This is an optimization exercise on Yosys and OpenROAD, whose aim is small area and a short achievable clock period, not a production implementation. At most, simulation tests tie the RTL to the original design; equivalence was not proved.

==> inputs of indigo <==
==> flow/design.v <==
package wavegen_pkg;
    typedef enum logic [2:0] {
        NOP    = 3'd0,   
        LINE   = 3'd1,   
        INCR   = 3'd2,
        DECR   = 3'd3,
        JUMP   = 3'd4,   
        X_RECT = 3'd5,   
        Y_RECT = 3'd6    
    } opcode_e;
    typedef struct packed {
        opcode_e                op;
        logic [8-1:0] a;
        logic [8-1:0] b;
    } instr_t;
    typedef enum logic [2:0] {
        FETCH,
        P0,
        P1,
        P2,
        P3
    } phase_e;
    typedef enum logic [1:0] {
        HOLD,
        UP,
        DOWN
    } step_e;
endpackage
module program_regs
(
    input  logic                    clk,
    input  logic                    reset,
    input  logic                    wb_cyc,
    input  logic                    wb_stb,
    input  logic                    wb_we,
    input  logic [5-1:0] wb_adr,
    input  logic [32-1:0] wb_dat_w,
    output logic [32-1:0] wb_dat_r,
    output logic                    wb_ack,
    output logic                    run,
    output logic [18:0]             x_instr,
    input  logic [8-1:0] x_sel,
    output logic [18:0]             y_instr,
    input  logic [8-1:0] y_sel
);
    localparam int INSTR_W = 3 + 2 * 8;   
    localparam int DEPTH   = 8;
    logic [INSTR_W-1:0] x_mem [0:DEPTH-1];
    logic [INSTR_W-1:0] y_mem [0:DEPTH-1];
    logic               ack_q;
    logic               accept;
    logic               wr;
    logic               ctrl_hit;
    logic [DEPTH-1:0]   idx_hit;     
    logic [DEPTH-1:0]   x_hit, y_hit;
    logic [INSTR_W-1:0] rd_data;
    assign accept   = wb_cyc && wb_stb && !ack_q;
    assign wr       = accept && wb_we;
    assign ctrl_hit = (wb_adr == 5'd0);
    always_comb begin
        for (int i = 0; i < DEPTH; i++) begin
            idx_hit[i] = (wb_adr[3-1:0] == i);
            x_hit[i]   = idx_hit[i] && wb_adr[4] && !wb_adr[3];
            y_hit[i]   = idx_hit[i] && wb_adr[4] &&  wb_adr[3];
        end
    end
    logic [DEPTH-1:0]   x_pend, y_pend;
    logic [INSTR_W-1:0] p_data;
    logic [INSTR_W-1:0] wdata;
    always_ff @(posedge clk) begin
        if (reset) begin
            x_pend <= '0;
            y_pend <= '0;
        end else begin
            x_pend <= x_hit & {DEPTH{wr}};
            y_pend <= y_hit & {DEPTH{wr}};
        end
        p_data <= wb_dat_w[INSTR_W-1:0];
    end
    assign wdata = reset ? '0 : p_data;
    always_ff @(posedge clk) begin
        for (int i = 0; i < DEPTH; i++) begin
            if (reset || x_pend[i]) begin
                x_mem[i] <= wdata;
            end
            if (reset || y_pend[i]) begin
                y_mem[i] <= wdata;
            end
        end
    end
    always_ff @(posedge clk) begin
        if (reset) begin
            run <= 1'b0;
        end else if (wr && ctrl_hit) begin
            run <= wb_dat_w[0];
        end
    end
    always_ff @(posedge clk) begin
        if (reset) begin
            ack_q <= 1'b0;
        end else begin
            ack_q <= accept;
        end
        wb_ack <= accept & !reset;
    end
    always_comb begin
        rd_data = '0;
        for (int i = 0; i < DEPTH; i++) begin
            rd_data = rd_data | ({INSTR_W{x_hit[i]}} & x_mem[i])
                              | ({INSTR_W{y_hit[i]}} & y_mem[i]);
        end
        rd_data[0] = rd_data[0] | (ctrl_hit & run);
    end
    always_ff @(posedge clk) begin
        wb_dat_r[INSTR_W-1:0] <= rd_data;
    end
    assign wb_dat_r[32-1:INSTR_W] = '0;
    logic [DEPTH-1:0] x_sel_m, y_sel_m;
    logic             x_byp, y_byp;
    assign x_sel_m = x_sel & ~x_pend;
    assign y_sel_m = y_sel & ~y_pend;
    assign x_byp   = |(x_sel & x_pend);
    assign y_byp   = |(y_sel & y_pend);
    always_comb begin
        x_instr = {INSTR_W{x_byp}} & p_data;
        y_instr = {INSTR_W{y_byp}} & p_data;
        for (int i = 0; i < DEPTH; i++) begin
            x_instr = x_instr | ({INSTR_W{x_sel_m[i]}} & x_mem[i]);
            y_instr = y_instr | ({INSTR_W{y_sel_m[i]}} & y_mem[i]);
        end
    end
endmodule
module wave_sequencer
(
    input  logic                   clk,
    input  logic                   reset,
    input  logic                   run,
    input  logic [18:0]            instr,        
    output logic [8-1:0] fetch_sel,  
    output logic [8-1:0] level
);
    logic                   fetch;
    logic [8-1:0] sel;
    logic                   ramp;
    logic                   up, dn;
    logic                   isrect, isy;
    logic [1:0]             ph;
    logic [7:0]             rem;
    logic [7:0]             ra, rb;
    logic [2:0] op;
    logic [7:0] ia, ib;
    assign op = instr[18:16];
    assign ia = instr[15:8];
    assign ib = instr[7:0];
    assign fetch_sel = sel;
    logic [7:0] lvl_inc, lvl_dec;
    assign lvl_inc = level + 8'd1;
    assign lvl_dec = level - 8'd1;
    logic f;
    assign f = fetch || (ramp && level == rb);
    logic       n_fetch;
    logic       n_ramp;
    logic       n_up, n_dn;
    logic [1:0] n_ph;
    logic [7:0] n_rem;
    logic [7:0] n_level;
    logic       ia_z, ia_le1, ib_z;
    logic [7:0] ib_max1;
    assign ia_z    = (ia == 8'd0);
    assign ia_le1  = (ia[7:1] == 7'd0);
    assign ib_z    = (ib == 8'd0);
    assign ib_max1 = {ib[7:1], ib[0] | ib_z};
    logic       last;
    logic [1:0] nph;
    logic [7:0] nlen;
    logic       nlen_z;
    assign last   = (rem[7:2] == 6'd0) && (rem[1:0] == ((ph == 2'd0) ? 2'd2 : 2'd1));
    assign nph    = ph + 2'd1;
    assign nlen   = nph[0] ? rb : ra;
    assign nlen_z = (nlen == 8'd0);
    logic       f_ld, f_inc, f_dec, hold;
    logic [7:0] lv_f, lv_n;
    assign f_ld  = (op == 3'd1) || (op == 3'd4);
    assign f_inc = (op == 3'd2) || (op == 3'd5);
    assign f_dec = (op == 3'd3);
    assign lv_f  = f_ld ? ia : f_inc ? lvl_inc : f_dec ? lvl_dec : level;
    assign lv_n  = ramp ? ((rb > level) ? lvl_inc : lvl_dec) :
                   up   ? lvl_inc : dn ? lvl_dec : level;
    assign hold  = f && (f_inc || f_dec) && ia_z;
    assign n_level = hold ? level : f ? lv_f : lv_n;
    always_comb begin
        n_fetch = 1'b0;
        n_ramp  = 1'b0;
        n_up    = up;
        n_dn    = dn;
        n_ph    = ph;
        n_rem   = rem - 8'd1;
        if (f) begin
            n_up  = 1'b0;
            n_dn  = 1'b0;
            n_ph  = 2'd0;
            n_rem = ia;
            case (op)
                3'd4: begin                          
                    n_fetch = 1'b1;
                end
                3'd1: begin                          
                    n_ramp  = 1'b1;
                end
                3'd2: begin                          
                    n_fetch = ia_le1;
                    n_up    = 1'b1;
                end
                3'd3: begin                          
                    n_fetch = ia_le1;
                    n_dn    = 1'b1;
                end
                3'd5: begin                          
                    if (ia_le1) begin
                        n_ph  = 2'd1;                
                        n_rem = ib_max1;
                    end else begin
                        n_up  = 1'b1;
                    end
                end
                3'd6: begin                          
                    if (ia_le1) begin
                        n_ph  = 2'd1;                
                        n_rem = ib_max1;
                        n_up  = !ib_z;
                    end
                end
                default: n_fetch = 1'b1;             
            endcase
        end else if (ramp) begin
            n_ramp  = 1'b1;
        end else begin
            if (last) begin
                if (!isrect || ph == 2'd3) begin
                    n_fetch = 1'b1;
                end else begin
                    n_ph  = nph;
                    n_rem = {nlen[7:1], nlen[0] | nlen_z};
                    n_up  = !nlen_z && isy && (nph == 2'd1);
                    n_dn  = !nlen_z && (isy ? (nph == 2'd3) : (nph == 2'd2));
                end
            end
        end
    end
    always_ff @(posedge clk) begin
        if (reset || !run) begin
            fetch <= 1'b1;
            sel   <= {{(8-1){1'b0}}, 1'b1};
            level <= '0;
        end else begin
            fetch <= n_fetch;
            level <= n_level;
            if (f) sel <= {sel[8-2:0], sel[8-1]};
        end
    end
    always_ff @(posedge clk) begin
        ramp <= n_ramp;
        up   <= n_up;
        dn   <= n_dn;
        ph   <= n_ph;
        rem  <= n_rem;
        if (f) begin
            ra     <= ia;
            rb     <= ib;
            isrect <= (op == 3'd5) || (op == 3'd6);
            isy    <= (op == 3'd6);
        end
    end
endmodule
module wavegen_top (
    input  logic                    clk,
    input  logic                    reset,
    input  logic                    wb_cyc,
    input  logic                    wb_stb,
    input  logic                    wb_we,
    input  logic [5-1:0] wb_adr,
    input  logic [32-1:0] wb_dat_w,
    output logic [32-1:0] wb_dat_r,
    output logic                    wb_ack,
    output logic [8-1:0]  dac_x,
    output logic [8-1:0]  dac_y
);
    logic                      run;
    logic [18:0]               x_instr, y_instr;
    logic [8-1:0] x_sel, y_sel;
    program_regs prog_regs (
        .clk         (clk),
        .reset       (reset),
        .wb_cyc      (wb_cyc),
        .wb_stb      (wb_stb),
        .wb_we       (wb_we),
        .wb_adr      (wb_adr),
        .wb_dat_w    (wb_dat_w),
        .wb_dat_r    (wb_dat_r),
        .wb_ack      (wb_ack),
        .run         (run),
        .x_instr     (x_instr),
        .x_sel       (x_sel),
        .y_instr     (y_instr),
        .y_sel       (y_sel)
    );
    wave_sequencer x_seq (
        .clk       (clk),
        .reset     (reset),
        .run       (run),
        .instr     (x_instr),
        .fetch_sel (x_sel),
        .level     (dac_x)
    );
    wave_sequencer y_seq (
        .clk       (clk),
        .reset     (reset),
        .run       (run),
        .instr     (y_instr),
        .fetch_sel (y_sel),
        .level     (dac_y)
    );
endmodule
==> flow/run.sh <==
#!/bin/bash
# synth_recipe.tcl (not shown) runs the flow's synth.tcl, then flattens the netlist and writes it again
# the make line also repeats each setting of config.mk as NAME=value (left out here)
make -C /OpenROAD-flow-scripts/flow DESIGN_CONFIG=/design/flow/config.mk WORK_HOME=/design/flow/orfs CLKGATE_MAP_FILE= SYNTH_SCRIPT=/design/flow/synth_recipe.tcl finish
==> flow/config.mk <==
export PLATFORM = sky130hd
export DESIGN_NAME = wavegen_top
export DESIGN_NICKNAME = wavegen_top
export VERILOG_FILES = /design/flow/design.v
export SDC_FILE = /design/flow/constraint.sdc
export NUM_CORES = 4
export LEC_CHECK = 0
export CAP_MARGIN = 20
export CORE_MARGIN = 2
export CORE_UTILIZATION = 55
export SETUP_SLACK_MARGIN = 4.6
export SLEW_MARGIN = 20
==> flow/constraint.sdc <==
create_clock -name core_clock -period 7.0 [get_ports {clk}]
set_input_delay 1.4000 -clock core_clock [delete_from_list [all_inputs] [get_ports {clk}]]
set_output_delay 1.4000 -clock core_clock [all_outputs]
set_load 0.01 [all_outputs]
==> cedar: changes against indigo <==
==> flow/design.v, changed modules only <==
module program_regs
(
    input  logic                    clk,
    input  logic                    reset,
    input  logic                    wb_cyc,
    input  logic                    wb_stb,
    input  logic                    wb_we,
    input  logic [5-1:0] wb_adr,
    input  logic [32-1:0] wb_dat_w,
    output logic [32-1:0] wb_dat_r,
    output logic                    wb_ack,
    output logic                    run,
    output logic [18:0]             x_instr,
    input  logic [8-1:0] x_sel,
    output logic [18:0]             y_instr,
    input  logic [8-1:0] y_sel
);
    localparam int INSTR_W = 3 + 2 * 8;   
    localparam int DEPTH   = 8;
    logic [INSTR_W-1:0] x_mem [0:DEPTH-1];
    logic [INSTR_W-1:0] y_mem [0:DEPTH-1];
    logic               accept;
    logic               wr;
    logic               ctrl_hit;
    logic [DEPTH-1:0]   idx_hit;     
    logic [DEPTH-1:0]   x_hit, y_hit;
    logic [INSTR_W-1:0] wdata;
    logic [INSTR_W-1:0] rd_data;
    assign accept   = wb_cyc && wb_stb && !wb_ack;
    assign wr       = accept && wb_we;
    assign ctrl_hit = (wb_adr == 5'd0);
    always_comb begin
        for (int i = 0; i < DEPTH; i++) begin
            idx_hit[i] = (wb_adr[3-1:0] == i);
            x_hit[i]   = idx_hit[i] && wb_adr[4] && !wb_adr[3];
            y_hit[i]   = idx_hit[i] && wb_adr[4] &&  wb_adr[3];
        end
    end
    assign wdata = reset ? '0 : wb_dat_w[INSTR_W-1:0];
    always_ff @(posedge clk) begin
        for (int i = 0; i < DEPTH; i++) begin
            if (reset || (wr && x_hit[i])) begin
                x_mem[i] <= wdata;
            end
            if (reset || (wr && y_hit[i])) begin
                y_mem[i] <= wdata;
            end
        end
    end
    always_ff @(posedge clk) begin
        if (reset) begin
            run <= 1'b0;
        end else if (wr && ctrl_hit) begin
            run <= wb_dat_w[0];
        end
    end
    always_ff @(posedge clk) begin
        if (reset) begin
            wb_ack <= 1'b0;
        end else begin
            wb_ack <= accept;
        end
    end
    always_comb begin
        rd_data = '0;
        for (int i = 0; i < DEPTH; i++) begin
            rd_data = rd_data | ({INSTR_W{x_hit[i]}} & x_mem[i])
                              | ({INSTR_W{y_hit[i]}} & y_mem[i]);
        end
        rd_data[0] = rd_data[0] | (ctrl_hit & run);
    end
    always_ff @(posedge clk) begin
        wb_dat_r[INSTR_W-1:0] <= rd_data;
    end
    assign wb_dat_r[32-1:INSTR_W] = '0;
    always_comb begin
        x_instr = '0;
        y_instr = '0;
        for (int i = 0; i < DEPTH; i++) begin
            x_instr = x_instr | ({INSTR_W{x_sel[i]}} & x_mem[i]);
            y_instr = y_instr | ({INSTR_W{y_sel[i]}} & y_mem[i]);
        end
    end
endmodule
module wave_sequencer
(
    input  logic                   clk,
    input  logic                   reset,
    input  logic                   run,
    input  logic [18:0]            instr,        
    output logic [8-1:0] fetch_sel,  
    output logic [8-1:0] level
);
    logic                   fetch;
    logic [8-1:0] sel;
    logic                   ramp;
    logic                   up, dn;
    logic                   isrect, isy;
    logic [1:0]             ph;
    logic [7:0]             cnt;
    logic [7:0]             ra, rb;
    logic [2:0] op;
    logic [7:0] ia, ib;
    assign op = instr[18:16];
    assign ia = instr[15:8];
    assign ib = instr[7:0];
    assign fetch_sel = sel;
    logic [7:0] lvl_inc, lvl_dec;
    assign lvl_inc = level + 8'd1;
    assign lvl_dec = level - 8'd1;
    logic f;
    assign f = fetch || (ramp && level == rb);
    logic       n_fetch;
    logic       n_ramp;
    logic       n_up, n_dn;
    logic [1:0] n_ph;
    logic [7:0] n_cnt;
    logic [7:0] n_level;
    logic       ia_z, ia_le1, ib_z;
    assign ia_z    = (ia == 8'd0);
    assign ia_le1  = (ia[7:1] == 7'd0);
    assign ib_z    = (ib == 8'd0);
    logic       last;
    logic [7:0] len;
    logic [7:0] cnt_inc;
    logic [1:0] nph;
    logic [7:0] nlen;
    logic       nlen_z;
    assign len     = ph[0] ? rb : ra;
    assign cnt_inc = cnt + 8'd1;
    assign last    = (cnt_inc == len) || (len == 8'd0);
    assign nph     = ph + 2'd1;
    assign nlen   = nph[0] ? rb : ra;
    assign nlen_z = (nlen == 8'd0);
    always_comb begin
        n_fetch = 1'b0;
        n_ramp  = 1'b0;
        n_up    = up;
        n_dn    = dn;
        n_ph    = ph;
        n_cnt   = cnt_inc;
        n_level = level;
        if (f) begin
            n_up  = 1'b0;
            n_dn  = 1'b0;
            n_ph  = 2'd0;
            n_cnt = {7'd0, !ia_le1};
            case (op)
                3'd4: begin                          
                    n_level = ia;
                    n_fetch = 1'b1;
                end
                3'd1: begin                          
                    n_level = ia;
                    n_ramp  = 1'b1;
                end
                3'd2: begin                          
                    if (!ia_z) n_level = lvl_inc;
                    n_fetch = ia_le1;
                    n_up    = 1'b1;
                end
                3'd3: begin                          
                    if (!ia_z) n_level = lvl_dec;
                    n_fetch = ia_le1;
                    n_dn    = 1'b1;
                end
                3'd5: begin                          
                    if (!ia_z) n_level = lvl_inc;
                    if (ia_le1) begin
                        n_ph  = 2'd1;                
                    end else begin
                        n_up  = 1'b1;
                    end
                end
                3'd6: begin                          
                    if (ia_le1) begin
                        n_ph  = 2'd1;                
                        n_up  = !ib_z;
                    end
                end
                default: n_fetch = 1'b1;             
            endcase
        end else if (ramp) begin
            n_ramp  = 1'b1;
            n_level = (rb > level) ? lvl_inc : lvl_dec;
        end else begin
            if (up) n_level = lvl_inc;
            if (dn) n_level = lvl_dec;
            if (last) begin
                if (!isrect || ph == 2'd3) begin
                    n_fetch = 1'b1;
                end else begin
                    n_ph  = nph;
                    n_cnt = '0;
                    n_up  = !nlen_z && isy && (nph == 2'd1);
                    n_dn  = !nlen_z && (isy ? (nph == 2'd3) : (nph == 2'd2));
                end
            end
        end
    end
    always_ff @(posedge clk) begin
        if (reset || !run) begin
            fetch <= 1'b1;
            sel   <= {{(8-1){1'b0}}, 1'b1};
            level <= '0;
        end else begin
            fetch <= n_fetch;
            level <= n_level;
            if (f) sel <= {sel[8-2:0], sel[8-1]};
        end
    end
    always_ff @(posedge clk) begin
        ramp <= n_ramp;
        up   <= n_up;
        dn   <= n_dn;
        ph   <= n_ph;
        cnt  <= n_cnt;
        if (f) begin
            ra     <= ia;
            rb     <= ib;
            isrect <= (op == 3'd5) || (op == 3'd6);
            isy    <= (op == 3'd6);
        end
    end
endmodule
--- a/flow/config.mk
+++ b/flow/config.mk
@@ -8,5 +8,8 @@
 export CAP_MARGIN = 20
 export CORE_MARGIN = 2
 export CORE_UTILIZATION = 55
+export CTS_CLUSTER_DIAMETER = 250
+export CTS_CLUSTER_SIZE = 25
 export SETUP_SLACK_MARGIN = 4.6
 export SLEW_MARGIN = 20
+export TNS_END_PERCENT = 0
==> nickel: changes against indigo <==
==> flow/design.v, changed modules only <==
module program_regs
(
    input  logic                    clk,
    input  logic                    reset,
    input  logic                    wb_cyc,
    input  logic                    wb_stb,
    input  logic                    wb_we,
    input  logic [5-1:0] wb_adr,
    input  logic [32-1:0] wb_dat_w,
    output logic [32-1:0] wb_dat_r,
    output logic                    wb_ack,
    output logic                    run,
    output logic [18:0]             x_instr,
    input  logic [8-1:0] x_sel,
    output logic [18:0]             y_instr,
    input  logic [8-1:0] y_sel
);
    localparam int INSTR_W = 3 + 2 * 8;   
    localparam int DEPTH   = 8;
    logic [INSTR_W-1:0] x_mem [0:DEPTH-1];
    logic [INSTR_W-1:0] y_mem [0:DEPTH-1];
    logic               accept;
    logic               wr;
    logic               ctrl_hit;
    logic [DEPTH-1:0]   idx_hit;     
    logic [DEPTH-1:0]   x_hit, y_hit;
    logic [INSTR_W-1:0] wdata;
    logic [INSTR_W-1:0] rd_data;
    assign accept   = wb_cyc && wb_stb && !wb_ack;
    assign wr       = accept && wb_we;
    assign ctrl_hit = (wb_adr == 5'd0);
    always_comb begin
        for (int i = 0; i < DEPTH; i++) begin
            idx_hit[i] = (wb_adr[3-1:0] == i);
            x_hit[i]   = idx_hit[i] && wb_adr[4] && !wb_adr[3];
            y_hit[i]   = idx_hit[i] && wb_adr[4] &&  wb_adr[3];
        end
    end
    assign wdata = reset ? '0 : wb_dat_w[INSTR_W-1:0];
    always_ff @(posedge clk) begin
        for (int i = 0; i < DEPTH; i++) begin
            if (reset || (wr && x_hit[i])) begin
                x_mem[i] <= wdata;
            end
            if (reset || (wr && y_hit[i])) begin
                y_mem[i] <= wdata;
            end
        end
    end
    always_ff @(posedge clk) begin
        if (reset) begin
            run <= 1'b0;
        end else if (wr && ctrl_hit) begin
            run <= wb_dat_w[0];
        end
    end
    always_ff @(posedge clk) begin
        if (reset) begin
            wb_ack <= 1'b0;
        end else begin
            wb_ack <= accept;
        end
    end
    always_comb begin
        rd_data = '0;
        for (int i = 0; i < DEPTH; i++) begin
            rd_data = rd_data | ({INSTR_W{x_hit[i]}} & x_mem[i])
                              | ({INSTR_W{y_hit[i]}} & y_mem[i]);
        end
        rd_data[0] = rd_data[0] | (ctrl_hit & run);
    end
    always_ff @(posedge clk) begin
        wb_dat_r[INSTR_W-1:0] <= rd_data;
    end
    assign wb_dat_r[32-1:INSTR_W] = '0;
    always_comb begin
        x_instr = '0;
        y_instr = '0;
        for (int i = 0; i < DEPTH; i++) begin
            x_instr = x_instr | ({INSTR_W{x_sel[i]}} & x_mem[i]);
            y_instr = y_instr | ({INSTR_W{y_sel[i]}} & y_mem[i]);
        end
    end
endmodule
module wave_sequencer
(
    input  logic                   clk,
    input  logic                   reset,
    input  logic                   run,
    input  logic [18:0]            instr,        
    output logic [8-1:0] fetch_sel,  
    output logic [8-1:0] level
);
    logic                   fetch;
    logic [8-1:0] sel;
    logic                   ramp;
    logic                   up, dn;
    logic                   isrect, isy;
    logic [1:0]             ph;
    logic [7:0]             rem;
    logic [7:0]             ra, rb;
    logic [2:0] op;
    logic [7:0] ia, ib;
    assign op = instr[18:16];
    assign ia = instr[15:8];
    assign ib = instr[7:0];
    assign fetch_sel = sel;
    logic [7:0] lvl_inc, lvl_dec;
    assign lvl_inc = level + 8'd1;
    assign lvl_dec = level - 8'd1;
    logic f;
    assign f = fetch || (ramp && level == rb);
    logic       n_fetch;
    logic       n_ramp;
    logic       n_up, n_dn;
    logic [1:0] n_ph;
    logic [7:0] n_rem;
    logic [7:0] n_level;
    logic       ia_z, ia_le1, ib_z;
    logic [7:0] ib_max1;
    assign ia_z    = (ia == 8'd0);
    assign ia_le1  = (ia[7:1] == 7'd0);
    assign ib_z    = (ib == 8'd0);
    assign ib_max1 = {ib[7:1], ib[0] | ib_z};
    logic       last;
    logic [1:0] nph;
    logic [7:0] nlen;
    logic       nlen_z;
    assign last   = (rem[7:2] == 6'd0) && (rem[1:0] == ((ph == 2'd0) ? 2'd2 : 2'd1));
    assign nph    = ph + 2'd1;
    assign nlen   = nph[0] ? rb : ra;
    assign nlen_z = (nlen == 8'd0);
    always_comb begin
        n_fetch = 1'b0;
        n_ramp  = 1'b0;
        n_up    = up;
        n_dn    = dn;
        n_ph    = ph;
        n_rem   = rem - 8'd1;
        n_level = level;
        if (f) begin
            n_up  = 1'b0;
            n_dn  = 1'b0;
            n_ph  = 2'd0;
            n_rem = ia;
            case (op)
                3'd4: begin                          
                    n_level = ia;
                    n_fetch = 1'b1;
                end
                3'd1: begin                          
                    n_level = ia;
                    n_ramp  = 1'b1;
                end
                3'd2: begin                          
                    if (!ia_z) n_level = lvl_inc;
                    n_fetch = ia_le1;
                    n_up    = 1'b1;
                end
                3'd3: begin                          
                    if (!ia_z) n_level = lvl_dec;
                    n_fetch = ia_le1;
                    n_dn    = 1'b1;
                end
                3'd5: begin                          
                    if (!ia_z) n_level = lvl_inc;
                    if (ia_le1) begin
                        n_ph  = 2'd1;                
                        n_rem = ib_max1;
                    end else begin
                        n_up  = 1'b1;
                    end
                end
                3'd6: begin                          
                    if (ia_le1) begin
                        n_ph  = 2'd1;                
                        n_rem = ib_max1;
                        n_up  = !ib_z;
                    end
                end
                default: n_fetch = 1'b1;             
            endcase
        end else if (ramp) begin
            n_ramp  = 1'b1;
            n_level = (rb > level) ? lvl_inc : lvl_dec;
        end else begin
            if (up) n_level = lvl_inc;
            if (dn) n_level = lvl_dec;
            if (last) begin
                if (!isrect || ph == 2'd3) begin
                    n_fetch = 1'b1;
                end else begin
                    n_ph  = nph;
                    n_rem = {nlen[7:1], nlen[0] | nlen_z};
                    n_up  = !nlen_z && isy && (nph == 2'd1);
                    n_dn  = !nlen_z && (isy ? (nph == 2'd3) : (nph == 2'd2));
                end
            end
        end
    end
    always_ff @(posedge clk) begin
        if (reset || !run) begin
            fetch <= 1'b1;
            sel   <= {{(8-1){1'b0}}, 1'b1};
            level <= '0;
        end else begin
            fetch <= n_fetch;
            level <= n_level;
            if (f) sel <= {sel[8-2:0], sel[8-1]};
        end
    end
    always_ff @(posedge clk) begin
        ramp <= n_ramp;
        up   <= n_up;
        dn   <= n_dn;
        ph   <= n_ph;
        rem  <= n_rem;
        if (f) begin
            ra     <= ia;
            rb     <= ib;
            isrect <= (op == 3'd5) || (op == 3'd6);
            isy    <= (op == 3'd6);
        end
    end
endmodule
--- a/flow/config.mk
+++ b/flow/config.mk
@@ -7,6 +7,9 @@
 export LEC_CHECK = 0
 export CAP_MARGIN = 20
 export CORE_MARGIN = 2
-export CORE_UTILIZATION = 55
+export CORE_UTILIZATION = 65
+export CTS_CLUSTER_DIAMETER = 250
+export CTS_CLUSTER_SIZE = 25
 export SETUP_SLACK_MARGIN = 4.6
 export SLEW_MARGIN = 20
+export TNS_END_PERCENT = 0
==> key figures <==
Cells and area
  – Finished Layout Cells: around 2100
  – Number of multi-input logic gates: just under 1000
  – Clock Network Area Fraction: 2.63%

Drt
  – Iter 0 DRT Violations: 3372
  – WL met3: 10100 µm

Run status
  – Outcome: no timing/DRC/antenna violations
The numbers above come from nickel.

==> key figures <==
Clock tree
  – Post-CTS setup repair buffer count: 195

Synth
  – Synthesized cell area: ~21000 µm²

Drt
  – Via count: 18400
  – Met2 WL: 37100 µm
  – Iter 0 DRT Violations: approximately 2600
  – WL met3: 11500 µm

Die
  – Die H: 200 µm

Cells and area
  – Clock Network Area Fraction: 5.89%
  – Finished Layout Cells: approximately 2600
  – Number of multi-input logic gates: 1160

Run status
  – Outcome: no timing/DRC/antenna violations

Global routing
  – First-pass GRT wire length: roughly 120000 µm
The numbers above come from indigo.

==> key figures <==
Cells and area
  – Syn-to-layout area delta: 23.7%
  – Commonest cells after routing, fill and taps aside: edfxtp_1 (350), buf_4 (175), a22oi_1 (168)
  – Finished Layout Cells: 2161
  – Clock Network Area Fraction: around 2.6%
  – Number of multi-input logic gates: around 920

Drt
  – Iter 0 DRT Violations: 2685
  – WL met3: 10400 µm

Synth
  – Post-synth EDFFs: 350

Setup path
  – Worst r2r dst: y_seq.level[1]
  – Cell Chain, Critical Path: clkdlybuf4s50_1, nor2b_1

Run status
  – Outcome: no timing/DRC/antenna violations

Clock tree
  – Inserted Clock Buffers: 20

Timing
  – PnR worst setup slack: ~4400 ps
The numbers above come from cedar.

The RTL of indigo was laid out without a check of its function.

==> static timing again, ports no longer ideal <==
The results above use ideal ports. As a check the final layouts listed here were re-extracted and re-timed, cells and wires unchanged. Step 1 (the two cells are an assumption about what drives the block):
set clk [get_ports {clk}]
set_driving_cell -lib_cell sky130_fd_sc_hd__clkbuf_16 $clk
set_driving_cell -lib_cell sky130_fd_sc_hd__buf_2 [delete_from_list [all_inputs] $clk]
Step 2 moves the port delays by t, midway between the first and last clock arrival at a register: inputs arrive t later, outputs are due t later. That takes back most of the time a late clock gives input paths. Slacks: ideal ports / drivers / drivers and shift; pairs: ideal ports / drivers.
run | shift t [ns] | slack for setup (ns) | pins driven straight from the clock port
indigo | 0.643 | 3.947 / 3.947 / 3.864 | 1
cedar | 0.609 | 4.363 / 4.388 / 3.780 | 1
nickel | 0.611 | 4.309 / 4.259 / 3.729 | 1
After both steps setup and hold are still met in every run listed. For cedar, which loses most, drivers alone change the setup slack by +0.025 ns; drivers and shift together by -0.583 ns.
